This is an optimization exercise on Yosys and OpenROAD, whose aim is small area, not a production implementation.
RTL that was checked went through simulation tests only; none was proved equivalent to the original.
Function not checked in run 1: the RTL went through the layout flow alone.

File: flow/constraint.sdc
create_clock -name core_clock -period 7.0 [get_ports {aclk}]
set_input_delay 1.4000 -clock core_clock [delete_from_list [all_inputs] [get_ports {aclk}]]
set_output_delay 1.4000 -clock core_clock [all_outputs]
set_load 0.01 [all_outputs]
File: flow/run.sh
#!/bin/bash
# synth_recipe.tcl (not shown) runs the flow's synth.tcl, then flattens the netlist and writes it again
# the make line also repeats each setting of config.mk as NAME=value (left out here)
make -C /OpenROAD-flow-scripts/flow DESIGN_CONFIG=/design/flow/config.mk WORK_HOME=/design/flow/orfs CLKGATE_MAP_FILE= SYNTH_SCRIPT=/design/flow/synth_recipe.tcl finish
File: flow/design.v
package alb_pkg;
    localparam int SAMPLE_W   = 10;     
    localparam int LEVEL_W    = 5;      
    localparam int CFG_W      = 4;      
    localparam int CFG_IDX_W  = 2;
    localparam int WINDOW_LEN = 10;
    localparam int SUM_W      = 14;     
endpackage
module alb_window (
    input  logic                          aclk,
    input  logic                          aresetn,
    input  logic                          upd,       
    input  logic [alb_pkg::SAMPLE_W-1:0]  in_sample,
    output logic [alb_pkg::SUM_W-1:0]     sum_m10
);
    localparam int N = alb_pkg::WINDOW_LEN;
    localparam int W = alb_pkg::SUM_W;
    logic [alb_pkg::SAMPLE_W-1:0] ent [N];    
    logic [3:0]                   cnt;        
    logic                         first;
    logic [W-1:0]                 op_b, op_c, csa_s, csa_c, sum_next;
    assign first = (cnt == 4'd0);
    assign op_b = first ? {3'b000, in_sample, 1'b0} : {4'b0000, in_sample};
    assign op_c = first ? {1'b0, in_sample, 3'b000} : ~{4'b0000, ent[N-1]};
    always_comb begin
        logic c;
        csa_s    = sum_m10 ^ op_b ^ op_c;
        csa_c    = {(sum_m10[W-2:0] & op_b[W-2:0]) | (sum_m10[W-2:0] & op_c[W-2:0]) | (op_b[W-2:0] & op_c[W-2:0]), !first};
        c        = 1'b0;
        for (int i = 0; i < W; i++) begin
            sum_next[i] = csa_s[i] ^ csa_c[i] ^ c;
            c           = (csa_s[i] & csa_c[i]) | (csa_s[i] & c) | (csa_c[i] & c);
        end
    end
    always_ff @(posedge aclk) begin
        if (upd) begin
            ent[0] <= in_sample;
            for (int i = 1; i < N - 1; i++) begin
                ent[i] <= ent[i-1];
            end
        end
        if (upd && (first || cnt == 4'(N))) begin
            ent[N-1] <= first ? in_sample : ent[N-2];
        end
    end
    always_ff @(posedge aclk) begin
        if (!aresetn) begin
            cnt     <= '0;
            sum_m10 <= 14'h3ff6;    
        end else if (upd) begin
            if (cnt != 4'(N)) begin
                cnt <= cnt + 4'd1;
            end
            sum_m10 <= sum_next;
        end
    end
endmodule
module alb_scale (
    input  logic                       aclk,
    input  logic                       aresetn,
    input  logic                       in_valid,
    output logic                       in_ready,
    input  logic [alb_pkg::SUM_W-1:0]  sum_m10,
    output logic                       out_valid,
    input  logic                       out_ready,
    input  logic [alb_pkg::CFG_W-1:0]  min_level,
    input  logic [alb_pkg::CFG_W-1:0]  max_level,
    output logic [alb_pkg::CFG_W-1:0]  target
);
    function automatic [4:0] div10_step(input [4:0] v);
        case (v)
            5'd10:   div10_step = {1'b1, 4'd0};
            5'd11:   div10_step = {1'b1, 4'd1};
            5'd12:   div10_step = {1'b1, 4'd2};
            5'd13:   div10_step = {1'b1, 4'd3};
            5'd14:   div10_step = {1'b1, 4'd4};
            5'd15:   div10_step = {1'b1, 4'd5};
            5'd16:   div10_step = {1'b1, 4'd6};
            5'd17:   div10_step = {1'b1, 4'd7};
            5'd18:   div10_step = {1'b1, 4'd8};
            5'd19:   div10_step = {1'b1, 4'd9};
            default: div10_step = {1'b0, v[3:0]};
        endcase
    endfunction
    function automatic [13:0] add14(input [13:0] a, input [13:0] b, input cin);
        logic c;
        c = cin;
        for (int i = 0; i < 14; i++) begin
            add14[i] = a[i] ^ b[i] ^ c;
            c        = (a[i] & b[i]) | (a[i] & c) | (b[i] & c);
        end
    endfunction
    logic        va_reg, vp_reg, vt_reg, ra, rp, rt;
    logic [9:0]  a, a_reg;
    logic        zero_reg;
    logic [3:0]  d;
    logic        crossed;
    logic [13:0] p;
    logic [3:0]  p_hi_reg, p_lo_reg;
    logic        p_ones_reg, zero_p_reg;
    logic [3:0]  quot, target_next, target_reg;
    assign rt       = !vt_reg || out_ready;
    assign rp       = !vp_reg || rt;
    assign ra       = !va_reg || rp;
    assign in_ready = ra;
    always_comb begin
        logic [3:0] r;
        logic [4:0] o;
        r = sum_m10[13:10];
        for (int i = 9; i >= 0; i--) begin
            o    = div10_step({r, sum_m10[i]});
            a[i] = o[4];
            r    = o[3:0];
        end
    end
    always_comb begin
        logic b;
        b = 1'b0;
        for (int i = 0; i < 4; i++) begin
            d[i] = max_level[i] ^ min_level[i] ^ b;
            b    = (!max_level[i] & min_level[i]) | (!(max_level[i] ^ min_level[i]) & b);
        end
        crossed = b;
    end
    always_comb begin
        logic [13:0] acc;
        acc = d[0] ? 14'(a_reg) << 1 : 14'(a_reg);
        acc = add14(acc, d[1] ? 14'(a_reg) << 1 : 14'd0, 1'b0);
        acc = add14(acc, d[2] ? 14'(a_reg) << 2 : 14'd0, 1'b0);
        acc = add14(acc, d[3] ? 14'(a_reg) << 3 : 14'd0, 1'b0);
        p   = acc;
    end
    always_comb begin
        logic cc;
        cc = 1'b1;
        for (int i = 0; i < 4; i++) begin
            cc = (p_lo_reg[i] & p_hi_reg[i]) | (p_lo_reg[i] & cc) | (p_hi_reg[i] & cc);
        end
        cc = cc & p_ones_reg;
        for (int i = 0; i < 4; i++) begin
            quot[i] = p_hi_reg[i] ^ cc;
            cc      = cc & p_hi_reg[i];
        end
        if (zero_p_reg) begin
            quot = 4'd0;
        end
    end
    always_comb begin
        if (crossed) begin
            target_next = min_level - 4'd1;
        end else begin
            target_next = max_level - quot;
        end
    end
    always_ff @(posedge aclk) begin
        if (!aresetn) begin
            va_reg <= 1'b0;
            vp_reg <= 1'b0;
            vt_reg <= 1'b0;
        end else begin
            if (ra) begin
                va_reg <= in_valid;
            end
            if (rp) begin
                vp_reg <= va_reg;
            end
            if (rt) begin
                vt_reg <= vp_reg;
            end
        end
    end
    always_ff @(posedge aclk) begin
        if (in_valid && ra) begin
            a_reg    <= a;
            zero_reg <= sum_m10[13] & sum_m10[12];
        end
        if (va_reg && rp) begin
            p_hi_reg   <= p[13:10];
            p_lo_reg   <= p[3:0];
            p_ones_reg <= &p[9:4];
            zero_p_reg <= zero_reg;
        end
        if (vp_reg && rt) begin
            target_reg <= target_next;
        end
    end
    assign out_valid = vt_reg;
    assign target    = target_reg;
endmodule
module alb_level (
    input  logic [alb_pkg::CFG_W-1:0]  target,
    input  logic [alb_pkg::CFG_W-1:0]  level,
    output logic [alb_pkg::CFG_W-1:0]  level_next,
    output logic                       moved
);
    always_comb begin
        level_next = level;
        moved      = 1'b1;
        if (target > level) begin
            level_next = level + 4'd1;
        end else if (target < level) begin
            level_next = level - 4'd1;
        end else begin
            moved      = 1'b0;
        end
    end
endmodule
module ambient_light_brightness_tracker (
    input  logic                  aclk,
    input  logic                  aresetn,
    input  logic                  cfg_wr_en,
    input  logic [alb_pkg::CFG_IDX_W-1:0]  cfg_index,
    input  logic [alb_pkg::CFG_W-1:0]      cfg_wdata,
    input  logic                  s_valid,
    output logic                  s_ready,
    input  logic [alb_pkg::SAMPLE_W-1:0]   s_light_sample,
    output logic                  m_valid,
    input  logic                  m_ready,
    output logic signed [alb_pkg::LEVEL_W-1:0] m_level,
    output logic                  m_level_written,
    output logic signed [alb_pkg::LEVEL_W-1:0] m_target_level
);
    logic                        auto_enable;
    logic [alb_pkg::CFG_W-1:0]   manual_level, min_level, max_level;
    logic                        v1, r1, r2, upd;
    logic [alb_pkg::SUM_W-1:0]   sum_m10;
    logic [alb_pkg::CFG_W-1:0]   target, level_reg, level_next;
    logic                        moved;
    always_ff @(posedge aclk) begin
        if (!aresetn) begin
            auto_enable  <= 1'b1;
            manual_level <= 4'd8;
            min_level    <= 4'd0;
            max_level    <= 4'd15;
        end else if (cfg_wr_en) begin
            case (cfg_index)
                2'd0: auto_enable  <= cfg_wdata[0];
                2'd1: manual_level <= cfg_wdata;
                2'd2: min_level    <= cfg_wdata;
                2'd3: max_level    <= cfg_wdata;
                default: ;
            endcase
        end
    end
    assign r1      = !v1 || r2;
    assign s_ready = r1;
    assign upd     = s_valid && r1 && auto_enable;
    alb_window u_window (
        .aclk      (aclk),
        .aresetn   (aresetn),
        .upd       (upd),
        .in_sample (s_light_sample),
        .sum_m10   (sum_m10)
    );
    alb_scale u_scale (
        .aclk      (aclk),
        .aresetn   (aresetn),
        .in_valid  (v1),
        .in_ready  (r2),
        .sum_m10   (sum_m10),
        .out_valid (m_valid),
        .out_ready (m_ready),
        .min_level (min_level),
        .max_level (max_level),
        .target    (target)
    );
    alb_level u_level (
        .target     (target),
        .level      (level_reg),
        .level_next (level_next),
        .moved      (moved)
    );
    always_ff @(posedge aclk) begin
        if (!aresetn) begin
            v1        <= 1'b0;
            level_reg <= '0;
        end else begin
            if (r1) begin
                v1 <= s_valid;
            end
            if (m_valid && m_ready && auto_enable) begin
                level_reg <= level_next;
            end
        end
    end
    assign m_level         = auto_enable ? {1'b0, level_next} : {1'b0, manual_level};
    assign m_level_written = auto_enable ? moved : 1'b1;
    assign m_target_level  = auto_enable ? {1'b0, target} : 5'd0;
endmodule
File: flow/config.mk
export PLATFORM = sky130hd
export DESIGN_NAME = ambient_light_brightness_tracker
export DESIGN_NICKNAME = ambient_light_brightness_tracker
export VERILOG_FILES = /design/flow/design.v
export SDC_FILE = /design/flow/constraint.sdc
export NUM_CORES = 4
export LEC_CHECK = 0
export ABC_AREA = 1
export CAP_MARGIN = 20
export CORE_MARGIN = 2
export CORE_UTILIZATION = 40
export CTS_BUF_LIST = sky130_fd_sc_hd__clkbuf_8
export PLACE_DENSITY = 0.6
export SLEW_MARGIN = 20
==> results of run 1 <==
cell families (layout without fill, tap and decap cells):
| family | after synthesis | in the layout | share of synthesized area [%] |
|---|---|---|---|
| AO/OA/AOI/OAI | 100 | 100 | 6.37 |
| XOR/XNOR | 10 | 10 | 0.989 |
| adder cells (fa/ha/maj) | 77 | 77 | 15.5 |
| buffers and inverters | 185 | 244 | 8.04 |
| flip-flops | 164 | 164 | 51.2 |
| multiplexers | 1 | 1 | 0.113 |
| other | 1 | 2 | 0.0423 |
| AND/OR/NAND/NOR | 331 | 331 | 17.8 |
cells in the final DEF, fill, tap and decap left out, types with 7 or more instances in the layout:
cell type | Yosys | final
nand2_2 | 28 | 28
nor3_1 | 8 | 7
o21ai_0 | 43 | 41
nand3_1 | 38 | 38
nand4_1 | 9 | 9
nand2_1 | 148 | 148
dfxtp_1 | 39 | 39
buf_4 | 4 | 17
clkdlybuf4s50_1 | 0 | 29
inv_1 | 150 | 150
nor2_1 | 70 | 69
fa_2 | 0 | 17
a21oi_1 | 31 | 31
ha_1 | 23 | 22
o211ai_1 | 10 | 10
inv_2 | 13 | 13
clkbuf_8 | 0 | 17
nand3_2 | 13 | 13
edfxtp_1 | 125 | 125
fa_1 | 54 | 37
layer usage:
metal  global-route usage (%)  share of wire, %
met1                     18.3                49
met2                     21.5                47
met3                     2.90               2.8
met4                     4.41               1.1
met5                        0                 0
path summary, 6_finish.rpt:
path	from	to	slack (ps)	cells past startpoint
min reg2reg	u_window.ent[4][2]	u_window.ent[5][2]	420	0
max reg2reg	max_level[0]	u_scale.p_hi_reg[2]	240	24
min	u_window.ent[4][2]	u_window.ent[5][2]	420	0
max	max_level[0]	u_scale.p_hi_reg[2]	240	24
worst reg2reg max path: stages, from the launching register on:
cell     delay, ps
dfxtp_1        310
inv_1           90
ha_2           190
fa_2           460
nor2_1         130
ha_1           150
inv_1           50
fa_1           370
inv_1           80
fa_2           420
inv_1           90
fa_1           170
inv_1           50
fa_1           370
fa_1           390
fa_2           350
fa_2           350
fa_2           350
fa_2           350
fa_1           370
inv_1           80
fa_1           450
fa_2           400
fa_1           490
inv_1           40
what timing repair did:
action | in CTS | in global routing
resized for setup | 13 | 12
setup endpoints to repair | 3 | 4
pin swaps | 4 | 4
hold buffers | 0 | 0
stage by stage:
step	setup TNS, ps	utilization (%)	cells
final	0	46.0	1209
after floorplan	0	-	870
after global placement	-1640	43.9	1177
after CTS	0	45.9	1209
after detailed placement	-1740	43.9	1177
after global routing	0	46.0	1209
area by class of cell:
cell class	count	area [um^2]	area share (%)
Clock inverter	15	163	1.63
Sequential cell	164	4530	45.3
Timing Repair Buffer	48	435	4.35
Tap cell	280	350	3.50
Multi-Input combinational cell	521	3670	36.7
Clock buffer	17	234	2.34
Inverter	164	618	6.18
==> impl_metrics.env, run 1 <==
export IMPL_worst_pin_slew_ps=1070
export IMPL_clock_latency_ps=460
export IMPL_netlist_top_cells_area="edfxtp_1 42%, fa_1 12%, dfxtp_1 8.8%, inv_1 6.4%, nand2_1 6.3%"
export IMPL_antenna_found_initial=0
export IMPL_via_per_inst=4.68
export IMPL_clk_pin_slew_ps=100
export IMPL_placed_cell_area_um2=9560
export IMPL_via_count=5663
export IMPL_firstDrtPassIters=4
export IMPL_cts_tree="done"
export IMPL_cp_num_buf_inv=7
export IMPL_hp_class="flip-flop to flip-flop"
export IMPL_setup_ws_ps=240
export IMPL_yosys_warnings=5
export IMPL_yosysMostFrequentCell="inv_1"
export IMPL_drive_gt1_share_pct=15.2
export IMPL_grt_pass1_vias=5406
export IMPL_synth_area_um2=8860
export IMPL_core_um2=21800
export IMPL_syn_avg_cell_area_um2=10.2
export IMPL_drtIter0Drc=343
export IMPL_fillers=2042
export IMPL_period_share_pct=96.6
export IMPL_cts_made_buffers=17
export IMPL_rsz0062_at_grt="no"
export IMPL_synth_ff_type="edfxtp_1"
export IMPL_place_congestion=0.779
export IMPL_cp_slowest_cell="fa_1"
export IMPL_grt_max_degree=82
export IMPL_timing_hold_ws_ps=419
export IMPL_portBuffers=31
export IMPL_nets=1014
export IMPL_clock_path_buffers=2
export IMPL_finalHoldViolations=0
export IMPL_largest_register_ffs=100
export IMPL_ys_ff_latch=164
export IMPL_fmax_mhz=148
export IMPL_area_growth_syn_to_layout_pct=12.9
export IMPL_clock_sinks=164
export IMPL_num_antenna_cells=0
export IMPL_required_ps=7220
export IMPL_startpoint_type="flip-flop"
export IMPL_arrival_ps=6980
export IMPL_track_usage_pct=13.4
export IMPL_worstSetupEndpointType="flip-flop"
export IMPL_status="complete, no violations"
export IMPL_place_worst_setup_slack_ps=-775
export IMPL_worstPathCellList="inv_1 > ha_2 > fa_2 > nor2_1 > ha_1 > inv_1 > fa_1 > inv_1 > fa_2 > inv_1 > fa_1 > inv_1 > fa_1 > fa_1 > fa_2 > fa_2 > fa_2 > fa_2 > fa_1 > inv_1 > fa_1 > fa_2 > fa_1 > inv_1"
export IMPL_postCtsSetupBuffers=0
export IMPL_yosysTopAreaCell="edfxtp_1"
export IMPL_io_pin_count=34
export IMPL_synth_edf_count=125
export IMPL_grt_ovfl_total=0
export IMPL_crit_type="flip-flop to flip-flop"
export IMPL_rows=54
export IMPL_die_h_um=153
export IMPL_yosysSeqAreaShare_pct=51.2
export IMPL_synthArstFlopShare_pct=0
export IMPL_netlist_area_leader_share_pct=42.4
export IMPL_clockRootBuffer="clkbuf_8"
export IMPL_dieArea_um2=23300
export IMPL_start_util_pct=40.7
export IMPL_clock_skew_ps=12.9
export IMPL_die_w_um=153
export IMPL_drc=0
export IMPL_ant_nets=0
export IMPL_cap_viol_max_count=0
export IMPL_finalSetupViolCount=0
export IMPL_dp_hpwl_um=11100
export IMPL_syn_inst=869
export IMPL_routed_wl_um=15100
export IMPL_crit_path_max_incr_delay_ps=490
export IMPL_fin_area_um2=10000
export IMPL_path_delay_family="adder cells"
export IMPL_report_final_slew_viol_count=0
export IMPL_synthTopCellsByCount="150 x inv_1, 148 x nand2_1, 125 x edfxtp_1"
export IMPL_grt_pass1_wl_um=25300
export IMPL_synth_cell_types=42
export IMPL_layout_min_cycle_time_ps=6760
export IMPL_relSlewSlack_pct=28.4
export IMPL_cp_max_fo=3
export IMPL_ctsHtreeMaxLevel=4
export IMPL_routedWlPerCell_um=12.5
==> inputs of run 2 (changes only) <==
--- a/flow/design.v
+++ b/flow/design.v
@@ -91,5 +91,5 @@
         end
     endfunction
-    logic        va_reg, vp_reg, vt_reg, ra, rp, rt;
+    logic        va_reg, vp_reg, ra, rp;
     logic [9:0]  a, a_reg;
     logic        zero_reg;
@@ -98,8 +98,7 @@
     logic [13:0] p;
     logic [3:0]  p_hi_reg, p_lo_reg;
-    logic        p_ones_reg, zero_p_reg;
-    logic [3:0]  quot, target_next, target_reg;
-    assign rt       = !vt_reg || out_ready;
-    assign rp       = !vp_reg || rt;
+    logic        p_ones_reg;
+    logic [3:0]  quot;
+    assign rp       = !vp_reg || out_ready;
     assign ra       = !va_reg || rp;
     assign in_ready = ra;
@@ -142,13 +141,10 @@
             cc      = cc & p_hi_reg[i];
         end
-        if (zero_p_reg) begin
-            quot = 4'd0;
-        end
     end
     always_comb begin
         if (crossed) begin
-            target_next = min_level - 4'd1;
-        end else begin
-            target_next = max_level - quot;
+            target = min_level - 4'd1;
+        end else begin
+            target = max_level - quot;
         end
     end
@@ -157,5 +153,4 @@
             va_reg <= 1'b0;
             vp_reg <= 1'b0;
-            vt_reg <= 1'b0;
         end else begin
             if (ra) begin
@@ -164,7 +159,4 @@
             if (rp) begin
                 vp_reg <= va_reg;
-            end
-            if (rt) begin
-                vt_reg <= vp_reg;
             end
         end
@@ -176,15 +168,10 @@
         end
         if (va_reg && rp) begin
-            p_hi_reg   <= p[13:10];
+            p_hi_reg   <= zero_reg ? 4'd0 : p[13:10];
             p_lo_reg   <= p[3:0];
-            p_ones_reg <= &p[9:4];
-            zero_p_reg <= zero_reg;
-        end
-        if (vp_reg && rt) begin
-            target_reg <= target_next;
-        end
-    end
-    assign out_valid = vt_reg;
-    assign target    = target_reg;
+            p_ones_reg <= !zero_reg && (&p[9:4]);
+        end
+    end
+    assign out_valid = vp_reg;
 endmodule
 module alb_level (
--- a/flow/config.mk
+++ b/flow/config.mk
@@ -9,6 +9,6 @@
 export CAP_MARGIN = 20
 export CORE_MARGIN = 2
-export CORE_UTILIZATION = 40
+export CORE_UTILIZATION = 65
 export CTS_BUF_LIST = sky130_fd_sc_hd__clkbuf_8
-export PLACE_DENSITY = 0.6
+export PLACE_DENSITY = 0.8
 export SLEW_MARGIN = 20
==> run 2 against run 1 <==
Effect of this change: via count up 5.1%; sequential share of layout area shrank 0.27 points; wire length is 4.2% higher; synthesized cell count fell by 1.6%; critical path depth fell by 2; clock skew grew 3.3 ps; die area down 39%; area after synthesis down 2.2%; fmax shrank 0.24%; global-route usage rose by 10 points.
==> impl_metrics.env, run 2 <==
export IMPL_largest_register_ffs=100
export IMPL_syn_avg_cell_area_um2=10.1
export IMPL_instances_no_fill=1092
export IMPL_clock_skew_ps=16.2
export IMPL_netlist_top_cells_area="edfxtp_1 42%, fa_1 12%, dfxtp_1 8.8%, nand2_1 6.8%, inv_1 6.1%"
export IMPL_area_growth_syn_to_layout_pct=11.8
export IMPL_status="complete, no violations"
export IMPL_routed_wl_um=15700
export IMPL_worst_pin_slew_ps=1050
export IMPL_worstPathCellList="inv_1 > ha_1 > fa_1 > nor2_1 > ha_1 > inv_1 > fa_1 > inv_1 > fa_1 > fa_1 > fa_2 > fa_2 > fa_2 > fa_2 > fa_1 > fa_2 > fa_1 > inv_1 > fa_1 > fa_2 > fa_1 > nor2_1"
export IMPL_cp_slowest_cell="fa_1"
export IMPL_core_um2=13100
export IMPL_io_pin_count=34
export IMPL_rows=42
export IMPL_ys_ff_latch=158
export IMPL_firstDrtPassIters=4
export IMPL_layout_min_cycle_time_ps=6780
export IMPL_arrival_ps=6980
export IMPL_finalSetupViolCount=0
export IMPL_cp_max_fo=2
export IMPL_cts_tree="done"
export IMPL_cp_num_buf_inv=4
export IMPL_ant_nets=0
export IMPL_dp_hpwl_um=11600
export IMPL_required_ps=7200
export IMPL_report_final_slew_viol_count=0
export IMPL_routedWlPerCell_um=14.4
export IMPL_cap_viol_max_count=0
export IMPL_relSlewSlack_pct=29.9
export IMPL_finalHoldViolations=0
export IMPL_worstSetupEndpointType="flip-flop"
export IMPL_clock_sinks=158
export IMPL_grt_pass1_vias=6149
export IMPL_yosysMostFrequentCell="nand2_1"
export IMPL_die_h_um=119
export IMPL_syn_inst=855
export IMPL_die_w_um=119
export IMPL_grt_ovfl_total=0
export IMPL_layout_commonest_cell="nand2_1"
export IMPL_drive_gt1_share_pct=15.6
export IMPL_netlist_area_leader_share_pct=41.6
export IMPL_clockRootBuffer="clkbuf_8"
export IMPL_via_per_inst=5.45
export IMPL_antenna_found_initial=0
export IMPL_crit_top_cell="fa_1"
export IMPL_setup_tns_ps=0
export IMPL_crit_path_max_incr_delay_ps=520
export IMPL_grt_pass1_wl_um=26800
export IMPL_synthArstFlopShare_pct=0
export IMPL_clock_latency_ps=450
export IMPL_synth_cell_types=45
export IMPL_place_congestion=0.876
export IMPL_crit_type="flip-flop to flip-flop"
export IMPL_via_count=5949
export IMPL_start_util_pct=65.9
export IMPL_synth_edf_count=120
export IMPL_grt_max_degree=59
export IMPL_path_delay_family="adder cells"
export IMPL_ctsHtreeMaxLevel=4
export IMPL_rsz0062_at_grt="yes"
export IMPL_yosysSeqAreaShare_pct=50.4
export IMPL_yosysTopAreaCell="edfxtp_1"
export IMPL_startpoint_type="flip-flop"
export IMPL_drtIter0Drc=333
export IMPL_track_usage_pct=23.8
export IMPL_num_antenna_cells=0
export IMPL_fillers=878
export IMPL_drc=0
export IMPL_portBuffers=31
export IMPL_hp_class="flip-flop to flip-flop"
export IMPL_dieArea_um2=14300
export IMPL_clock_path_buffers=2
export IMPL_place_inst=1060
export IMPL_fmax_mhz=148
export IMPL_synth_area_um2=8660
export IMPL_timing_hold_ws_ps=422
export IMPL_nets=1002
export IMPL_yosys_warnings=5
export IMPL_synthTopCellsByCount="157 x nand2_1, 140 x inv_1, 120 x edfxtp_1"
export IMPL_final_cell_mix="157 x nand2_1, 138 x inv_1, 120 x edfxtp_1"
export IMPL_clk_pin_slew_ps=90
export IMPL_cts_made_buffers=17
export IMPL_synth_ff_type="edfxtp_1"
export IMPL_period_share_pct=96.8
run 2: per-layer routing:
metal	global-route usage, %	up-vias	share of wire (%)
met5	0	-	0
met4	10.3	0	2.2
met3	4.07	35	3.9
met2	42.9	157	53
met1	28.0	2891	41
li1	-	2866	-
run 2: final timing paths:
check,startpoint,endpoint,slack (ps),cells after the start
min,u_window.ent[4][3],u_window.ent[5][3],420,0
max,max_level[0],u_scale.p_hi_reg[2],220,22
min reg2reg,u_window.ent[4][3],u_window.ent[5][3],420,0
max reg2reg,max_level[0],u_scale.p_hi_reg[2],220,22
run 2: per-stage QoR:
step / util (%) / setup WS [ps] / instance area (um^2)
CTS: 73.5 / 2.31 / 9660
floorplan: - / 1.52 / 8660
detailed placement: 70.2 / -817 / 9230
global placement: 70.2 / -692 / 9230
global route: 73.7 / -20.5 / 9680
finish: 73.7 / 224 / 9680
run 2: layout make-up:
type / instances / area (um^2) / share of cell area, %
Clock buffer: 17 / 234 / 2.42
Clock inverter: 14 / 158 / 1.63
Inverter: 157 / 592 / 6.11
Multi-Input combinational cell: 523 / 3680 / 38.0
Sequential cell: 158 / 4360 / 45.1
Tap cell: 176 / 220 / 2.27
Timing Repair Buffer: 47 / 433 / 4.47
run 2: repair_timing:
| action | CTS | global route |
|---|---|---|
| setup endpoints to repair | 3 | 5 |
| buffers inserted | 1 | 0 |
| pin swaps | 3 | 5 |
| gates resized for setup | 13 | 10 |
| hold buffers | 0 | 0 |
| cloned | 0 | 0 |
run 2: cell families after synthesis:
logic type | count (synthesis) | synth area share, %
other cells | 1 | 0.0433
fa+ha+maj | 77 | 15.8
xor+xnor | 10 | 1.01
simple gates | 338 | 18.4
buf+inv | 175 | 7.76
flops | 158 | 50.4
compound gates | 96 | 6.55
run 2: worst register-to-register path: stages (launching register included):
cell and delay (ps):
dfxtp_1 320, inv_1 50, ha_1 190, fa_1 520
nor2_1 60, ha_1 180, inv_1 70, fa_1 160
inv_1 50, fa_1 370, fa_1 390, fa_2 350
fa_2 350, fa_2 350, fa_2 360, fa_1 480
fa_2 410, fa_1 480, inv_1 50, fa_1 440
fa_2 370, fa_1 490, nor2_1 40
==> inputs of run 3 (changes only) <==
--- a/flow/config.mk
+++ b/flow/config.mk
@@ -7,8 +7,8 @@
 export LEC_CHECK = 0
 export ABC_AREA = 1
-export CAP_MARGIN = 20
+export CAP_MARGIN = 0
 export CORE_MARGIN = 2
-export CORE_UTILIZATION = 65
+export CORE_UTILIZATION = 40
 export CTS_BUF_LIST = sky130_fd_sc_hd__clkbuf_8
-export PLACE_DENSITY = 0.8
-export SLEW_MARGIN = 20
+export PLACE_DENSITY = 0.6
+export SLEW_MARGIN = 0
==> run 3 against run 2 <==
Effect of this change: first-iteration DRC count decreased by 26%; via count shrank 5.5%; largest cell class unchanged; highest routed layer unchanged; critical path type unchanged; clock-buffer cell count is the same; wire length down 2.6%.
==> impl_metrics.env, run 3 <==
export IMPL_fillers=1993
export IMPL_synthTopCellsByCount="157 x nand2_1, 140 x inv_1, 120 x edfxtp_1"
export IMPL_area_growth_syn_to_layout_pct=13.5
export IMPL_yosysTopAreaCell="edfxtp_1"
export IMPL_yosys_area_share_simple_pct=18.4
export IMPL_clock_path_buffers=2
export IMPL_final_cell_mix="157 x nand2_1, 138 x inv_1, 120 x edfxtp_1"
export IMPL_yosys_warnings=5
export IMPL_placed_cell_area_um2=9380
export IMPL_grt_ovfl_total=0
export IMPL_synth_area_um2=8660
export IMPL_netlist_area_leader_share_pct=41.6
export IMPL_clockRootBuffer="clkbuf_8"
export IMPL_core_um2=21200
export IMPL_clock_latency_ps=460
export IMPL_finalSetupViolCount=0
export IMPL_muxShareOfSynthArea_pct=0
export IMPL_synth_compound_area_share_pct=6.55
export IMPL_syn_inst=855
export IMPL_startpoint_type="flip-flop"
export IMPL_dp_hpwl_um=11300
export IMPL_synth_cell_types=45
export IMPL_die_w_um=151
export IMPL_netlist_top_cells_area="edfxtp_1 42%, fa_1 12%, dfxtp_1 8.8%, nand2_1 6.8%, inv_1 6.1%"
export IMPL_antenna_found_initial=0
export IMPL_synth_xor_xnor_area_share_pct=1.01
export IMPL_drc=0
export IMPL_grt_max_degree=65
export IMPL_track_usage_pct=14.6
export IMPL_io_pin_count=34
export IMPL_cts_tree="done"
export IMPL_portBuffers=31
export IMPL_cts_made_buffers=17
export IMPL_synth_top_family_by_area="simple AND/OR/NAND/NOR gates"
export IMPL_rsz0062_at_grt="no"
export IMPL_syn_avg_cell_area_um2=10.1
export IMPL_drtIter0Drc=245
export IMPL_drive_gt1_share_pct=16.0
export IMPL_cp_max_fo=2
export IMPL_report_final_slew_viol_count=0
export IMPL_place_congestion=0.784
export IMPL_ctsHtreeMaxLevel=4
export IMPL_cap_viol_max_count=0
export IMPL_layout_commonest_cell="nand2_1"
export IMPL_yosysMostFrequentCell="nand2_1"
export IMPL_fmax_mhz=148
export IMPL_hp_class="flip-flop to flip-flop"
export IMPL_clock_skew_ps=11.8
export IMPL_ant_nets=0
export IMPL_layout_min_cycle_time_ps=6750
export IMPL_ff2ff_setup_slack_ps=250
export IMPL_via_count=5622
export IMPL_grt_pass1_vias=5544
export IMPL_crit_type="flip-flop to flip-flop"
export IMPL_yosysSeqAreaShare_pct=50.4
export IMPL_relSlewSlack_pct=22.3
export IMPL_ctsHoldBuffers=0
export IMPL_largest_register_ffs=100
export IMPL_synth_ff_type="edfxtp_1"
export IMPL_synthArstFlopShare_pct=0
export IMPL_status="complete, no violations"
export IMPL_ys_ff_latch=158
export IMPL_num_antenna_cells=0
export IMPL_required_ps=7220
export IMPL_arrival_ps=6970
export IMPL_dieArea_um2=22800
export IMPL_grt_pass1_wl_um=25900
export IMPL_clk_pin_slew_ps=100
export IMPL_routedWlPerCell_um=12.8
export IMPL_worst_pin_slew_ps=1170
export IMPL_firstDrtPassIters=4
export IMPL_period_share_pct=96.4
export IMPL_routed_wl_um=15300
export IMPL_clock_sinks=158
export IMPL_nets=1004
export IMPL_finalHoldViolations=0
export IMPL_worstSetupEndpointType="flip-flop"
export IMPL_synth_edf_count=120
export IMPL_fin_util_pct=46.4
export IMPL_synthAdderAreaFrac_pct=15.8
export IMPL_start_util_pct=40.9
export IMPL_die_h_um=151
export IMPL_timing_hold_ws_ps=421
export IMPL_rows=53
export IMPL_fin_area_um2=9820
export IMPL_via_per_inst=4.71
==> run 3: cell counts after synthesis <==
No cell type changed its count.
==> run 3: per-layer routing <==
metal	wire length [um]	vias to the layer above	track usage [%]	part of all wire, %
met2	7290	61	24.5	48
met1	7380	2669	19.1	48
met4	166	0	3.93	1.1
li1	-	2877	-	-
met3	498	15	3.40	3.2
met5	0	-	0	0
==> run 3: worst paths after layout <==
path	end	cells past startpoint	from
worst min register to register	u_window.ent[3][2]	0	u_window.ent[2][2]
worst min-delay path	u_window.ent[3][2]	0	u_window.ent[2][2]
worst max-delay path	u_scale.p_hi_reg[2]	22	max_level[0]
worst max register to register	u_scale.p_hi_reg[2]	22	max_level[0]
==> run 3: critical path, stage by stage (launching register included) <==
cell and delay (ps):
dfxtp_1 330, inv_1 50, ha_1 190, fa_1 530, nor2_1 60, ha_1 170
inv_1 70, fa_1 160, inv_1 50, fa_1 380, fa_2 350, fa_2 360
fa_2 370, fa_2 340, fa_2 350, fa_1 470, fa_2 400, fa_1 480
inv_1 50, fa_1 430, fa_2 350, fa_1 480, nor2_1 60
==> run 3: per-stage QoR <==
step	worst slack [ps]	std cells	setup TNS, ps
2_1_floorplan	1.52	856	0
3_3_place_gp	-799	1161	-1690
3_5_place_dp	-891	1161	-2050
4_1_cts	4.05	1194	0
5_1_grt	26.7	1194	0
6_report	250	1194	0
==> run 3: cell type report <==
cell class	count	area (um^2)	area share, %
clock inverters	15	148	1.50
well taps	275	344	3.50
repair buffers	49	455	4.64
multi-input cells	523	3690	37.5
clock buffers	17	234	2.38
inverters	157	592	6.02
flip-flops and latches	158	4360	44.4
==> run 3: kinds of logic after synthesis <==
group	Yosys count
buf+inv	175
compound gates	96
other cells	1
fa+ha+maj	77
flops	158
xor+xnor	10
simple gates	338
==> run 3: repair_timing <==
item / in CTS / in global routing
pin swaps: 3 / 1
endpoints found under the setup margin: 3 / 7
gates resized for setup: 10 / 16
buffers inserted: 1 / 0
==> inputs of run 4 (changes only) <==
--- a/flow/config.mk
+++ b/flow/config.mk
@@ -7,8 +7,10 @@
 export LEC_CHECK = 0
 export ABC_AREA = 1
-export CAP_MARGIN = 0
+export CAP_MARGIN = 20
 export CORE_MARGIN = 2
 export CORE_UTILIZATION = 40
 export CTS_BUF_LIST = sky130_fd_sc_hd__clkbuf_8
+export CTS_CLUSTER_DIAMETER = 100
+export CTS_CLUSTER_SIZE = 40
 export PLACE_DENSITY = 0.6
-export SLEW_MARGIN = 0
+export SLEW_MARGIN = 20
==> run 4 against run 3 <==
Effect of this change: sequential share of layout area barely moved; hold slack got worse by 0.78 ps; critical endpoint unchanged.
==> impl_metrics.env, run 4 <==
export IMPL_finalSetupViolCount=0
export IMPL_drive_gt1_share_pct=16.1
export IMPL_core_um2=21200
export IMPL_ctsHoldBuffers=0
export IMPL_start_util_pct=40.9
export IMPL_place_inst=1161
export IMPL_dp_hpwl_um=11300
export IMPL_ant_nets=0
export IMPL_cp_num_buf_inv=4
export IMPL_syn_inst=855
export IMPL_reg2reg_depth=22
export IMPL_clock_skew_ps=12.7
export IMPL_die_h_um=151
export IMPL_synthTopCellsByCount="157 x nand2_1, 140 x inv_1, 120 x edfxtp_1"
export IMPL_clk_pin_slew_ps=100
export IMPL_rr_startpoint="max_level[0]"
export IMPL_via_count=5608
export IMPL_place_congestion=0.784
export IMPL_arrival_ps=6970
export IMPL_routedWlPerCell_um=12.8
export IMPL_syn_avg_cell_area_um2=10.1
export IMPL_yosysMostFrequentCell="nand2_1"
export IMPL_hold_start="u_window.ent[2][2]"
export IMPL_cap_viol_max_count=0
export IMPL_grt_pass1_wl_um=25900
export IMPL_clock_sinks=158
export IMPL_synth_area_um2=8660
export IMPL_rsz0062_at_grt="no"
export IMPL_relSlewSlack_pct=40.0
export IMPL_min_path_cells=0
export IMPL_finalHoldViolations=0
export IMPL_place_worst_setup_slack_ps=-891
export IMPL_num_antenna_cells=0
export IMPL_drtIter0Drc=245
export IMPL_cp_max_fo=2
export IMPL_routed_wl_um=15300
export IMPL_yosys_warnings=5
export IMPL_grt_pass1_vias=5544
export IMPL_synthArstFlopShare_pct=0
export IMPL_cts_tree="done"
export IMPL_firstDrtPassIters=4
export IMPL_clock_latency_ps=460
export IMPL_status="complete, no violations"
export IMPL_ff2ff_setup_slack_ps=250
export IMPL_cp_num_cells=22
export IMPL_synth_edf_count=120
export IMPL_die_w_um=151
export IMPL_wl_met1_um=7370
export IMPL_report_final_slew_viol_count=0
export IMPL_required_ps=7220
export IMPL_timing_hold_ws_ps=420
export IMPL_fmax_mhz=148
export IMPL_antenna_found_initial=0
export IMPL_track_usage_pct=14.6
export IMPL_rows=53
export IMPL_largest_register_ffs=100
export IMPL_setup_ws_ps=250
export IMPL_dr_wl_met2_um=7330
export IMPL_dieArea_um2=22800
export IMPL_whs_endpoint="u_window.ent[3][2]"
export IMPL_clockRootBuffer="clkbuf_8"
export IMPL_yosysTopAreaCell="edfxtp_1"
export IMPL_layout_commonest_cell="nand2_1"
export IMPL_worstPathCellList="inv_1 > ha_1 > fa_1 > nor2_1 > ha_1 > inv_1 > fa_1 > inv_1 > fa_1 > fa_2 > fa_2 > fa_2 > fa_2 > fa_2 > fa_1 > fa_2 > fa_1 > inv_1 > fa_1 > fa_2 > fa_1 > nor2_1"
export IMPL_worst_pin_slew_ps=900
export IMPL_path_delay_family="adder cells"
export IMPL_via_per_inst=4.70
export IMPL_final_cell_mix="157 x nand2_1, 138 x inv_1, 120 x edfxtp_1"
export IMPL_drc=0
export IMPL_crit_type="flip-flop to flip-flop"
export IMPL_nets=1004
export IMPL_period_share_pct=96.4
export IMPL_netlist_area_leader_share_pct=41.6
export IMPL_worstSetupEndpointType="flip-flop"
export IMPL_portBuffers=31
export IMPL_hp_class="flip-flop to flip-flop"
export IMPL_grt_max_degree=65
export IMPL_synth_ff_type="edfxtp_1"
export IMPL_clock_path_buffers=2
export IMPL_r2r_end="u_scale.p_hi_reg[2]"
export IMPL_top_layer="met4"
export IMPL_synth_cell_types=45
export IMPL_wl_met3_um=475
export IMPL_ctsHtreeMaxLevel=4
export IMPL_instances_no_fill=1194
export IMPL_cp_slowest_cell="fa_1"
export IMPL_netlist_top_cells_area="edfxtp_1 42%, fa_1 12%, dfxtp_1 8.8%, nand2_1 6.8%, inv_1 6.1%"
export IMPL_io_pin_count=34
export IMPL_area_growth_syn_to_layout_pct=13.5
export IMPL_yosysSeqAreaShare_pct=50.4
export IMPL_cts_made_buffers=17
export IMPL_crit_path_max_incr_delay_ps=530
export IMPL_ys_ff_latch=158
export IMPL_layout_min_cycle_time_ps=6750
export IMPL_startpoint_type="flip-flop"
export IMPL_grt_ovfl_total=0
[run 4: cell counts after synthesis]
No cell type changed its count.
[run 4: metrics by stage]
stage          instance area, um^2  util (%)  setup TNS (ps)
2_1_floorplan                 8660         -               0
3_3_place_gp                  9380      44.3           -1690
3_5_place_dp                  9380      44.3           -2050
4_1_cts                       9790      46.3               0
5_1_grt                       9830      46.5               0
6_report                      9830      46.5               0
[run 4: logic make-up after synthesis]
kind of cell / count (synthesis) / share of synthesized area, %
AOI/OAI and AO/OA: 96 / 6.55
xor gates and xnor gates: 10 / 1.01
adders and majority gates: 77 / 15.8
buffers and inverters: 175 / 7.76
DFF: 158 / 50.4
other: 1 / 0.0433
and+or+nand+nor: 338 / 18.4
[run 4: cell type report]
| type | count | area, um^2 |
|---|---|---|
| Fill cell | 1992 | 11300 |
| Sequential cell | 158 | 4360 |
| Multi-Input combinational cell | 523 | 3690 |
| Inverter | 157 | 592 |
| Timing Repair Buffer | 49 | 455 |
| Tap cell | 275 | 344 |
| Clock buffer | 17 | 234 |
| Clock inverter | 15 | 148 |
[run 4: worst max-delay path by stage]
stage / to / slack (ps) / start
2_1_floorplan: u_window.sum_m10[13] / 2 / s_light_sample[0]
3_3_place_gp: u_window.sum_m10[13] / -800 / s_light_sample[0]
3_5_place_dp: u_window.sum_m10[13] / -890 / s_light_sample[0]
4_1_cts: u_window.sum_m10[13] / 4 / s_light_sample[1]
5_1_grt: u_scale.p_hi_reg[2] / 30 / max_level[0]
6_report: u_scale.p_hi_reg[2] / 250 / max_level[0]
[run 4: timing repair]
item,CTS,global route
resized for setup,10,16
setup buffers,1,0
pin swaps,3,1
setup endpoints to repair,3,7
[run 4: per-layer routing]
metal	global-route usage (%)	vias to the layer above
li1	-	2878
met1	19.1	2653
met2	24.5	62
met3	3.40	15
met4	3.93	0
met5	0	-
==> inputs of run 5 (changes only) <==
--- a/flow/config.mk
+++ b/flow/config.mk
@@ -11,6 +11,4 @@
 export CORE_UTILIZATION = 40
 export CTS_BUF_LIST = sky130_fd_sc_hd__clkbuf_8
-export CTS_CLUSTER_DIAMETER = 100
-export CTS_CLUSTER_SIZE = 40
 export PLACE_DENSITY = 0.6
 export SLEW_MARGIN = 20
==> run 5 against run 4 <==
Effect of this change: global-route usage unchanged; fmax stayed put; clock-buffer cell count did not move; die area stayed put; final area unchanged; critical endpoint unchanged; largest cell class unchanged.
==> impl_metrics.env, run 5 <==
export IMPL_synth_ff_type="edfxtp_1"
export IMPL_yosys_warnings=5
export IMPL_via_count=5608
export IMPL_fin_area_um2=9830
export IMPL_syn_avg_cell_area_um2=10.1
export IMPL_synth_edf_count=120
export IMPL_synthAdderAreaFrac_pct=15.8
export IMPL_clock_sinks=158
export IMPL_placed_cell_area_um2=9380
export IMPL_worstSetupEndpointType="flip-flop"
export IMPL_r2r_end="u_scale.p_hi_reg[2]"
export IMPL_cts_tree="done"
export IMPL_finalSetupViolCount=0
export IMPL_fillers=1992
export IMPL_grt_ovfl_total=0
export IMPL_nets=1004
export IMPL_rows=53
export IMPL_drc=0
export IMPL_setup_ws_ps=250
export IMPL_netlist_top_cells_area="edfxtp_1 42%, fa_1 12%, dfxtp_1 8.8%, nand2_1 6.8%, inv_1 6.1%"
export IMPL_clk_pin_slew_ps=100
export IMPL_hp_class="flip-flop to flip-flop"
export IMPL_finalHoldViolations=0
export IMPL_dp_hpwl_um=11300
export IMPL_area_growth_syn_to_layout_pct=13.5
export IMPL_yosysSeqAreaShare_pct=50.4
export IMPL_hold_start="u_window.ent[2][2]"
export IMPL_yosysTopAreaCell="edfxtp_1"
export IMPL_antenna_found_initial=0
export IMPL_drive_gt1_share_pct=16.1
export IMPL_rsz0062_at_grt="no"
export IMPL_arrival_ps=6970
export IMPL_firstDrtPassIters=4
export IMPL_place_congestion=0.784
export IMPL_ff2ff_setup_slack_ps=250
export IMPL_grt_max_degree=65
export IMPL_die_h_um=151
export IMPL_reg2reg_depth=22
export IMPL_syn_inst=855
export IMPL_routed_wl_um=15300
export IMPL_rr_startpoint="max_level[0]"
export IMPL_final_cell_mix="157 x nand2_1, 138 x inv_1, 120 x edfxtp_1"
export IMPL_track_usage_pct=14.6
export IMPL_synth_cell_types=45
export IMPL_synth_xor_xnor_area_share_pct=1.01
export IMPL_crit_type="flip-flop to flip-flop"
export IMPL_cap_viol_max_count=0
export IMPL_cts_made_buffers=17
export IMPL_yosysMostFrequentCell="nand2_1"
export IMPL_grt_pass1_vias=5544
export IMPL_relSlewSlack_pct=40.0
export IMPL_yosys_area_share_simple_pct=18.4
export IMPL_cp_max_fo=2
export IMPL_period_share_pct=96.4
export IMPL_num_antenna_cells=0
export IMPL_via_per_inst=4.70
export IMPL_synthArstFlopShare_pct=0
export IMPL_required_ps=7220
export IMPL_startpoint_type="flip-flop"
export IMPL_status="complete, no violations"
export IMPL_worst_pin_slew_ps=900
export IMPL_clockRootBuffer="clkbuf_8"
export IMPL_clock_skew_ps=12.7
export IMPL_layout_commonest_cell="nand2_1"
export IMPL_place_inst=1161
export IMPL_ctsHoldBuffers=0
export IMPL_muxShareOfSynthArea_pct=0
export IMPL_synth_area_um2=8660
export IMPL_synth_top_family_by_area="simple AND/OR/NAND/NOR gates"
export IMPL_largest_register_ffs=100
export IMPL_timing_hold_ws_ps=420
export IMPL_synthTopCellsByCount="157 x nand2_1, 140 x inv_1, 120 x edfxtp_1"
export IMPL_portBuffers=31
export IMPL_start_util_pct=40.9
export IMPL_die_w_um=151
export IMPL_core_um2=21200
export IMPL_report_final_slew_viol_count=0
export IMPL_grt_pass1_wl_um=25900
export IMPL_min_path_cells=0
export IMPL_place_worst_setup_slack_ps=-891
export IMPL_synth_compound_area_share_pct=6.55
export IMPL_seq_area_um2=4360
export IMPL_io_pin_count=34
export IMPL_ys_ff_latch=158
export IMPL_layout_min_cycle_time_ps=6750
export IMPL_ctsHtreeMaxLevel=4
export IMPL_instances_no_fill=1194
export IMPL_routedWlPerCell_um=12.8
export IMPL_clock_latency_ps=460
export IMPL_whs_endpoint="u_window.ent[3][2]"
export IMPL_drtIter0Drc=245
export IMPL_fmax_mhz=148
export IMPL_multi_input_area_um2=3690
export IMPL_ant_nets=0
export IMPL_clock_path_buffers=2
export IMPL_netlist_area_leader_share_pct=41.6
export IMPL_dieArea_um2=22800
==> run 5: cell counts after synthesis <==
Identical to the previous run, type by type.
==> run 5: worst max path at each step <==
stage,endpoint,slack [ps],depth (start not counted),startpoint
after floorplan,u_window.sum_m10[13],2,23,s_light_sample[0]
after global placement,u_window.sum_m10[13],-800,24,s_light_sample[0]
after detailed placement,u_window.sum_m10[13],-890,24,s_light_sample[0]
after CTS,u_window.sum_m10[13],4,22,s_light_sample[1]
after global routing,u_scale.p_hi_reg[2],30,22,max_level[0]
final,u_scale.p_hi_reg[2],250,22,max_level[0]
==> run 5: cells by family after synthesis <==
| kind of cell | after synthesis |
|---|---|
| buf+inv | 175 |
| other cells | 1 |
| compound gates | 96 |
| flops | 158 |
| xor+xnor | 10 |
| simple gates | 338 |
| fa+ha+maj | 77 |
==> run 5: final cells by class <==
class	count	area share, %
sequential	158	44.4
clock buffer	17	2.38
multi-input combinational	523	37.6
tap	275	3.50
timing repair buffer	49	4.63
clock inverter	15	1.50
inverter	157	6.02
==> run 5: per-stage QoR <==
stage | utilization [%] | TNS [ps]
after floorplan | - | 0
after global placement | 44.3 | -1690
after detailed placement | 44.3 | -2050
after CTS | 46.3 | 0
after global routing | 46.5 | 0
final | 46.5 | 0
==> run 5: routing by layer <==
layer / share of wire, % / track usage, %
met1: 48 / 19.1
met2: 48 / 24.5
met3: 3.1 / 3.40
met4: 1.1 / 3.93
met5: 0 / 0
==> run 5: repair_timing <==
item | in CTS | in global routing
resized for setup | 10 | 16
pin swaps | 3 | 1
setup endpoints to repair | 3 | 7
setup buffers | 1 | 0
==> run 5: critical path, stage by stage (launching register included) <==
cell	delay, ps
dfxtp_1	330
inv_1	50
ha_1	190
fa_1	530
nor2_1	60
ha_1	170
inv_1	70
fa_1	160
inv_1	50
fa_1	380
fa_2	350
fa_2	360
fa_2	370
fa_2	340
fa_2	350
fa_1	470
fa_2	400
fa_1	480
inv_1	50
fa_1	430
fa_2	350
fa_1	480
nor2_1	60
==> inputs of run 6 (changes only) <==
--- a/flow/config.mk
+++ b/flow/config.mk
@@ -10,5 +10,7 @@
 export CORE_MARGIN = 2
 export CORE_UTILIZATION = 40
-export CTS_BUF_LIST = sky130_fd_sc_hd__clkbuf_8
+export CTS_BUF_LIST = sky130_fd_sc_hd__clkbuf_16
+export CTS_CLUSTER_DIAMETER = 150
+export CTS_CLUSTER_SIZE = 60
 export PLACE_DENSITY = 0.6
 export SLEW_MARGIN = 20
==> run 6 against run 5 <==
Effect of this change: die area unchanged; wire length increased by 0.70%; clock skew about the same; largest cell class unchanged.
==> impl_metrics.env, run 6 <==
export IMPL_finalSetupViolCount=0
export IMPL_place_congestion=0.784
export IMPL_ant_nets=0
export IMPL_hold_start="u_window.ent[2][2]"
export IMPL_grt_max_degree=65
export IMPL_crit_path_max_incr_delay_ps=530
export IMPL_report_final_slew_viol_count=0
export IMPL_dp_hpwl_um=11300
export IMPL_antenna_found_initial=0
export IMPL_yosys_area_share_simple_pct=18.4
export IMPL_reg2reg_depth=22
export IMPL_core_um2=21200
export IMPL_place_worst_setup_slack_ps=-891
export IMPL_r2r_end="u_scale.p_hi_reg[2]"
export IMPL_start_util_pct=40.9
export IMPL_drc=0
export IMPL_synth_top_family_by_area="simple AND/OR/NAND/NOR gates"
export IMPL_routedWlPerCell_um=12.9
export IMPL_required_ps=7180
export IMPL_yosysSeqAreaShare_pct=50.4
export IMPL_synth_compound_area_share_pct=6.55
export IMPL_cts_made_buffers=17
export IMPL_track_usage_pct=14.6
export IMPL_final_cell_mix="157 x nand2_1, 139 x inv_1, 120 x edfxtp_1"
export IMPL_grt_pass1_vias=5537
export IMPL_grt_pass1_wl_um=26000
export IMPL_cp_max_fo=2
export IMPL_min_path_cells=0
export IMPL_clockRootBuffer="clkbuf_16"
export IMPL_clock_skew_ps=12.4
export IMPL_num_antenna_cells=0
export IMPL_finalHoldViolations=0
export IMPL_yosysMostFrequentCell="nand2_1"
export IMPL_area_growth_syn_to_layout_pct=15.6
export IMPL_rsz0062_at_grt="yes"
export IMPL_clock_sinks=158
export IMPL_synthArstFlopShare_pct=0
export IMPL_layout_min_cycle_time_ps=6750
export IMPL_startpoint_type="flip-flop"
export IMPL_nets=1004
export IMPL_period_share_pct=96.4
export IMPL_yosysTopAreaCell="edfxtp_1"
export IMPL_netlist_area_leader_share_pct=41.6
export IMPL_largest_register_ffs=100
export IMPL_synth_edf_count=120
export IMPL_cts_tree="done"
export IMPL_synth_xor_xnor_area_share_pct=1.01
export IMPL_netlist_top_cells_area="edfxtp_1 42%, fa_1 12%, dfxtp_1 8.8%, nand2_1 6.8%, inv_1 6.1%"
export IMPL_clock_latency_ps=430
export IMPL_dieArea_um2=22800
export IMPL_whs_endpoint="u_window.ent[3][2]"
export IMPL_setup_ws_ps=252
export IMPL_via_per_inst=4.71
export IMPL_synth_cell_types=45
export IMPL_routed_wl_um=15400
export IMPL_portBuffers=31
export IMPL_relSlewSlack_pct=38.9
export IMPL_via_count=5622
export IMPL_synthAdderAreaFrac_pct=15.8
export IMPL_arrival_ps=6930
export IMPL_drtIter0Drc=268
export IMPL_synthTopCellsByCount="157 x nand2_1, 140 x inv_1, 120 x edfxtp_1"
export IMPL_worst_pin_slew_ps=916
export IMPL_rows=53
export IMPL_fmax_mhz=148
export IMPL_clk_pin_slew_ps=70
export IMPL_rr_startpoint="max_level[0]"
export IMPL_io_pin_count=34
export IMPL_ys_ff_latch=158
export IMPL_hp_class="flip-flop to flip-flop"
export IMPL_worstSetupEndpointType="flip-flop"
export IMPL_layout_commonest_cell="nand2_1"
export IMPL_crit_type="flip-flop to flip-flop"
export IMPL_ctsHoldBuffers=0
export IMPL_synth_area_um2=8660
export IMPL_cp_slowest_cell="fa_1"
export IMPL_firstDrtPassIters=4
export IMPL_muxShareOfSynthArea_pct=0
export IMPL_clock_path_buffers=2
export IMPL_fillers=1969
export IMPL_syn_avg_cell_area_um2=10.1
export IMPL_die_h_um=151
export IMPL_synth_ff_type="edfxtp_1"
export IMPL_status="complete, no violations"
export IMPL_instances_no_fill=1194
export IMPL_place_inst=1161
export IMPL_worstPathCellList="inv_1 > ha_1 > fa_1 > nor2_1 > ha_1 > inv_1 > fa_1 > inv_1 > fa_1 > fa_2 > fa_2 > fa_2 > fa_2 > fa_2 > fa_1 > fa_2 > fa_1 > inv_1 > fa_1 > fa_2 > fa_1 > nor2_1"
export IMPL_die_w_um=151
export IMPL_cap_viol_max_count=0
export IMPL_grt_ovfl_total=0
export IMPL_drive_gt1_share_pct=16.0
export IMPL_syn_inst=855
export IMPL_ff2ff_setup_slack_ps=250
export IMPL_ctsHtreeMaxLevel=4
export IMPL_yosys_warnings=5
-- run 6: cell counts after synthesis --
Identical to the previous run, type by type.
-- run 6: metrics by stage --
step | hold slack, ps | instance area, um^2 | TNS (ps) | util, %
4_1_cts | 419 | 9980 | 0 | 47.2
6_report | 418 | 10000 | 0 | 47.3
3_5_place_dp | 405 | 9380 | -2050 | 44.3
3_3_place_gp | 401 | 9380 | -1690 | 44.3
5_1_grt | 422 | 10000 | -44.0 | 47.3
2_1_floorplan | 400 | 8660 | 0 | -
-- run 6: logic make-up (layout without fill, tap and decap cells) --
logic type	Yosys count	after routing
AND/OR/NAND/NOR	338	338
buffers and inverters	175	238
flip-flops	158	158
XOR/XNOR	10	10
other	1	2
adder cells (fa/ha/maj)	77	77
AO/OA/AOI/OAI	96	96
-- run 6: final cells by class --
class	instances	area (um^2)	area share, %
timing repair buffer	49	455	4.55
multi-input combinational	523	3680	36.8
clock inverter	15	148	1.47
tap	275	344	3.44
sequential	158	4360	43.6
inverter	157	592	5.91
clock buffer	17	425	4.25
-- run 6: metal layers --
metal,part of all wire [%],wire length [um],GRT usage (%)
met5,0,0,0
met4,0.80,123,3.22
met3,3.6,550,3.49
met2,48,7340,24.5
met1,48,7420,19.3
-- run 6: repair_timing --
action	4_1_cts	5_1_grt
pin swaps	3	1
buffers inserted	1	0
gates resized for setup	11	13
setup endpoints to repair	3	6
-- run 6: critical path, delay by kind of cell, from the launching register on --
kind	cells	cell delay (ps)
adders and majority gates	16	5810
DFF	1	320
buffers and inverters	4	220
and+or+nand+nor	2	120
-- run 6: worst max path at each step --
stage / cells after the start / from / to
floorplan: 23 / s_light_sample[0] / u_window.sum_m10[13]
global placement: 24 / s_light_sample[0] / u_window.sum_m10[13]
detailed placement: 24 / s_light_sample[0] / u_window.sum_m10[13]
CTS: 22 / s_light_sample[1] / u_window.sum_m10[13]
global route: 26 / u_window.cnt[0] / u_window.sum_m10[13]
finish: 22 / max_level[0] / u_scale.p_hi_reg[2]
==> inputs of run 7 (changes only) <==
--- a/flow/design.v
+++ b/flow/design.v
@@ -143,8 +143,9 @@
     end
     always_comb begin
-        if (crossed) begin
-            target = min_level - 4'd1;
-        end else begin
-            target = max_level - quot;
+        logic b;
+        b = 1'b0;
+        for (int i = 0; i < 4; i++) begin
+            target[i] = max_level[i] ^ quot[i] ^ b;
+            b         = (!max_level[i] & quot[i]) | (!(max_level[i] ^ quot[i]) & b);
         end
     end
@@ -168,7 +169,7 @@
         end
         if (va_reg && rp) begin
-            p_hi_reg   <= zero_reg ? 4'd0 : p[13:10];
-            p_lo_reg   <= p[3:0];
-            p_ones_reg <= !zero_reg && (&p[9:4]);
+            p_hi_reg   <= crossed ? d : (zero_reg ? 4'd0 : p[13:10]);
+            p_lo_reg   <= crossed ? 4'hf : p[3:0];
+            p_ones_reg <= crossed || (!zero_reg && (&p[9:4]));
         end
     end
@@ -181,13 +182,20 @@
     output logic                       moved
 );
-    always_comb begin
-        level_next = level;
-        moved      = 1'b1;
-        if (target > level) begin
-            level_next = level + 4'd1;
-        end else if (target < level) begin
-            level_next = level - 4'd1;
-        end else begin
-            moved      = 1'b0;
+    logic below;    
+    always_comb begin
+        logic b;
+        b = 1'b0;
+        for (int i = 0; i < 4; i++) begin
+            b = (!target[i] & level[i]) | (!(target[i] ^ level[i]) & b);
+        end
+        below = b;
+        moved = (target != level);
+    end
+    always_comb begin
+        logic c;
+        c = 1'b0;
+        for (int i = 0; i < 4; i++) begin
+            level_next[i] = level[i] ^ (i == 0 ? moved : below) ^ c;
+            c             = (level[i] & (i == 0 ? moved : below)) | (level[i] & c) | ((i == 0 ? moved : below) & c);
         end
     end
--- a/flow/config.mk
+++ b/flow/config.mk
@@ -10,7 +10,5 @@
 export CORE_MARGIN = 2
 export CORE_UTILIZATION = 40
-export CTS_BUF_LIST = sky130_fd_sc_hd__clkbuf_16
-export CTS_CLUSTER_DIAMETER = 150
-export CTS_CLUSTER_SIZE = 60
+export CTS_BUF_LIST = sky130_fd_sc_hd__clkbuf_8
 export PLACE_DENSITY = 0.6
 export SLEW_MARGIN = 20
==> run 7 against run 6 <==
Effect of this change: global-route usage shrank 0.15 points; critical path depth unchanged; wire length is 6.0% lower; sequential cell count is the same; non-clock buffer count up 2; synthesized cell count down 5.8%; register-to-register slack got worse by 20 ps; critical endpoint is now u_scale.p_hi_reg[2].
==> impl_metrics.env, run 7 <==
export IMPL_status="complete, no violations"
export IMPL_ctsHoldBuffers=0
export IMPL_ys_ff_latch=158
export IMPL_synthArstFlopShare_pct=0
export IMPL_arrival_ps=7070
export IMPL_routedWlPerCell_um=12.7
export IMPL_yosysMostFrequentCell="inv_1"
export IMPL_layout_commonest_cell="inv_1"
export IMPL_via_count=5383
export IMPL_clock_skew_ps=14.7
export IMPL_syn_avg_cell_area_um2=10.5
export IMPL_ctsHtreeMaxLevel=4
export IMPL_dieArea_um2=22300
export IMPL_netlist_area_leader_share_pct=42.6
export IMPL_worst_pin_slew_ps=1050
export IMPL_grt_ovfl_total=0
export IMPL_grt_pass1_wl_um=25300
export IMPL_clock_path_buffers=2
export IMPL_grt_pass1_vias=5406
export IMPL_crit_path_max_incr_delay_ps=500
export IMPL_drtIter0Drc=285
export IMPL_synthTopCellsByCount="131 x inv_1, 128 x nand2_1, 120 x edfxtp_1"
export IMPL_yosysSeqAreaShare_pct=51.6
export IMPL_relSlewSlack_pct=30.2
export IMPL_finalSetupViolCount=0
export IMPL_place_worst_setup_slack_ps=-845
export IMPL_yosysTopAreaCell="edfxtp_1"
export IMPL_worstSetupEndpointType="flip-flop"
export IMPL_netlist_top_cells_area="edfxtp_1 43%, fa_1 14%, dfxtp_1 9.0%, inv_1 5.8%, nand2_1 5.7%"
export IMPL_report_final_slew_viol_count=0
export IMPL_clock_sinks=158
export IMPL_nets=956
export IMPL_final_cell_mix="130 x inv_1, 128 x nand2_1, 120 x edfxtp_1"
export IMPL_cp_max_fo=3
export IMPL_setup_ws_ps=237
export IMPL_drive_gt1_share_pct=17.4
export IMPL_routed_wl_um=14500
export IMPL_syn_inst=805
export IMPL_layout_min_cycle_time_ps=6760
export IMPL_place_inst=1112
export IMPL_place_congestion=0.808
export IMPL_ant_nets=0
export IMPL_area_growth_syn_to_layout_pct=14.6
export IMPL_firstDrtPassIters=4
export IMPL_die_h_um=149
export IMPL_start_util_pct=40.5
export IMPL_timing_hold_ws_ps=420
export IMPL_yosys_warnings=5
export IMPL_synth_cell_types=39
export IMPL_num_antenna_cells=0
export IMPL_finalHoldViolations=0
export IMPL_clk_pin_slew_ps=100
export IMPL_io_pin_count=34
export IMPL_dp_hpwl_um=10800
export IMPL_cp_slowest_cell="fa_1"
export IMPL_synth_edf_count=120
export IMPL_period_share_pct=96.6
export IMPL_via_per_inst=4.69
export IMPL_cts_made_buffers=17
export IMPL_drc=0
export IMPL_crit_type="flip-flop to flip-flop"
export IMPL_synth_ff_type="edfxtp_1"
export IMPL_path_delay_family="adder cells"
export IMPL_portBuffers=31
export IMPL_track_usage_pct=14.4
export IMPL_hp_class="flip-flop to flip-flop"
export IMPL_cts_tree="done"
export IMPL_required_ps=7310
export IMPL_grt_max_degree=64
export IMPL_core_um2=20900
export IMPL_cp_num_buf_inv=5
export IMPL_synth_area_um2=8450
export IMPL_die_w_um=149
export IMPL_clockRootBuffer="clkbuf_8"
export IMPL_fmax_mhz=148
export IMPL_clock_latency_ps=470
export IMPL_largest_register_ffs=100
export IMPL_cap_viol_max_count=0
export IMPL_startpoint_type="flip-flop"
export IMPL_instances_no_fill=1147
export IMPL_rows=53
export IMPL_worstPathCellList="inv_1 > ha_1 > fa_1 > buf_4 > inv_1 > nand2_1 > fa_1 > inv_1 > fa_2 > fa_2 > fa_1 > fa_2 > fa_1 > fa_1 > fa_2 > fa_2 > fa_2 > fa_2 > fa_1 > inv_1 > fa_1 > o21ai_1"
export IMPL_antenna_found_initial=0
[run 7: cell count changes after synthesis, sizes merged, moves of 3 or more]
cell / delta
nor3: -4
xor2: -4
or2: +4
nand2: -25
inv: -15
nor2: +4
fa: +3
o22ai: +4
nand4: -7
ha: -4
[run 7: worst paths after layout]
kind                                    startpoint                  end  slack, ps  depth (start not counted)
worst max register to register        max_level[0]  u_scale.p_hi_reg[2]        240                         22
worst max-delay path                  max_level[0]  u_scale.p_hi_reg[2]        240                         22
worst min-delay path            u_window.ent[7][3]   u_window.ent[8][3]        420                          0
worst min register to register  u_window.ent[7][3]   u_window.ent[8][3]        420                          0
[run 7: area by class of cell]
cell class                      instances  area, um^2
Tap cell                              275         344
Sequential cell                       158        4360
Inverter                              143         539
Timing Repair Buffer                   51         463
Multi-Input combinational cell        488        3550
Fill cell                            1988       11200
Clock inverter                         15         185
Clock buffer                           17         234
[run 7: stage by stage]
| stage | area, um^2 | setup TNS [ps] | util (%) |
|---|---|---|---|
| 2_1_floorplan | 8460 | 0 | - |
| 3_3_place_gp | 9170 | -1660 | 43.9 |
| 3_5_place_dp | 9170 | -1890 | 43.9 |
| 4_1_cts | 9620 | 0 | 46.1 |
| 5_1_grt | 9680 | -18.2 | 46.3 |
| 6_report | 9680 | 0 | 46.3 |
[run 7: timing repair]
action / in CTS / in global routing
endpoints found under the setup margin: 4 / 5
pin swaps: 5 / 7
gates resized for setup: 15 / 15
setup buffers: 0 / 3
[run 7: logic make-up (layout without fill, tap and decap cells)]
kind of cell	count (synthesis)	in the layout	synth area share [%]
XOR/XNOR	7	7	0.725
flip-flops	158	158	51.6
adder cells (fa/ha/maj)	76	76	16.3
buffers and inverters	160	226	7.21
AND/OR/NAND/NOR	307	307	17.6
other	1	2	0.0444
AO/OA/AOI/OAI	96	96	6.43
[run 7: metal layers]
layer,vias up,track usage (%),wire [um]
li1,2718,-,-
met1,2587,19.0,6830
met2,63,23.7,7050
met3,15,3.18,464
met4,0,4.81,177
met5,-,0,0

## separate check: timing with driven ports
No port has a modelled driver above. Below, the same layouts with a new extraction and two added sets of constraints.
Step 1 (the two cells are an assumption about what drives the block):
set clk [get_ports {aclk}]
set_driving_cell -lib_cell sky130_fd_sc_hd__clkbuf_16 $clk
set_driving_cell -lib_cell sky130_fd_sc_hd__buf_2 [delete_from_list [all_inputs] $clk]
Step 2 moves the port delays by t, midway between the first and last clock arrival at a register: inputs arrive t later, outputs are due t later. That takes back most of the time a late clock gives input paths.
Slacks: no drivers / after step 1 / after step 2; pairs: no drivers / after step 1.
run | t (ns) | setup WS [ns] | latest minus earliest clock arrival (ns) | worst data-port slew with drivers (ns) | pins driven straight from the clock port
run 1 | 0.494 | 0.240 / 0.240 / -0.144 | 0.016 / 0.015 | 0.04 | 1
run 2 | 0.476 | 0.224 / 0.224 / -0.221 | 0.017 / 0.016 | 0.04 | 1
run 3 | 0.494 | 0.250 / 0.250 / -0.220 | 0.012 / 0.012 | 0.03 | 1
run 4 | 0.492 | 0.250 / 0.250 / -0.222 | 0.013 / 0.013 | 0.03 | 1
run 5 | 0.492 | 0.250 / 0.250 / -0.222 | 0.013 / 0.013 | 0.03 | 1
run 6 | 0.462 | 0.252 / 0.252 / -0.164 | 0.012 / 0.013 | 0.03 | 1
run 7 | 0.495 | 0.237 / 0.237 / -0.245 | 0.018 / 0.018 | 0.04 | 1
With both steps, setup timing fails in every run listed, where it was met with ideal ports. The setup slack of run 7, which loses most, moves by 0.000 ns with the drivers and by -0.482 ns with both steps.
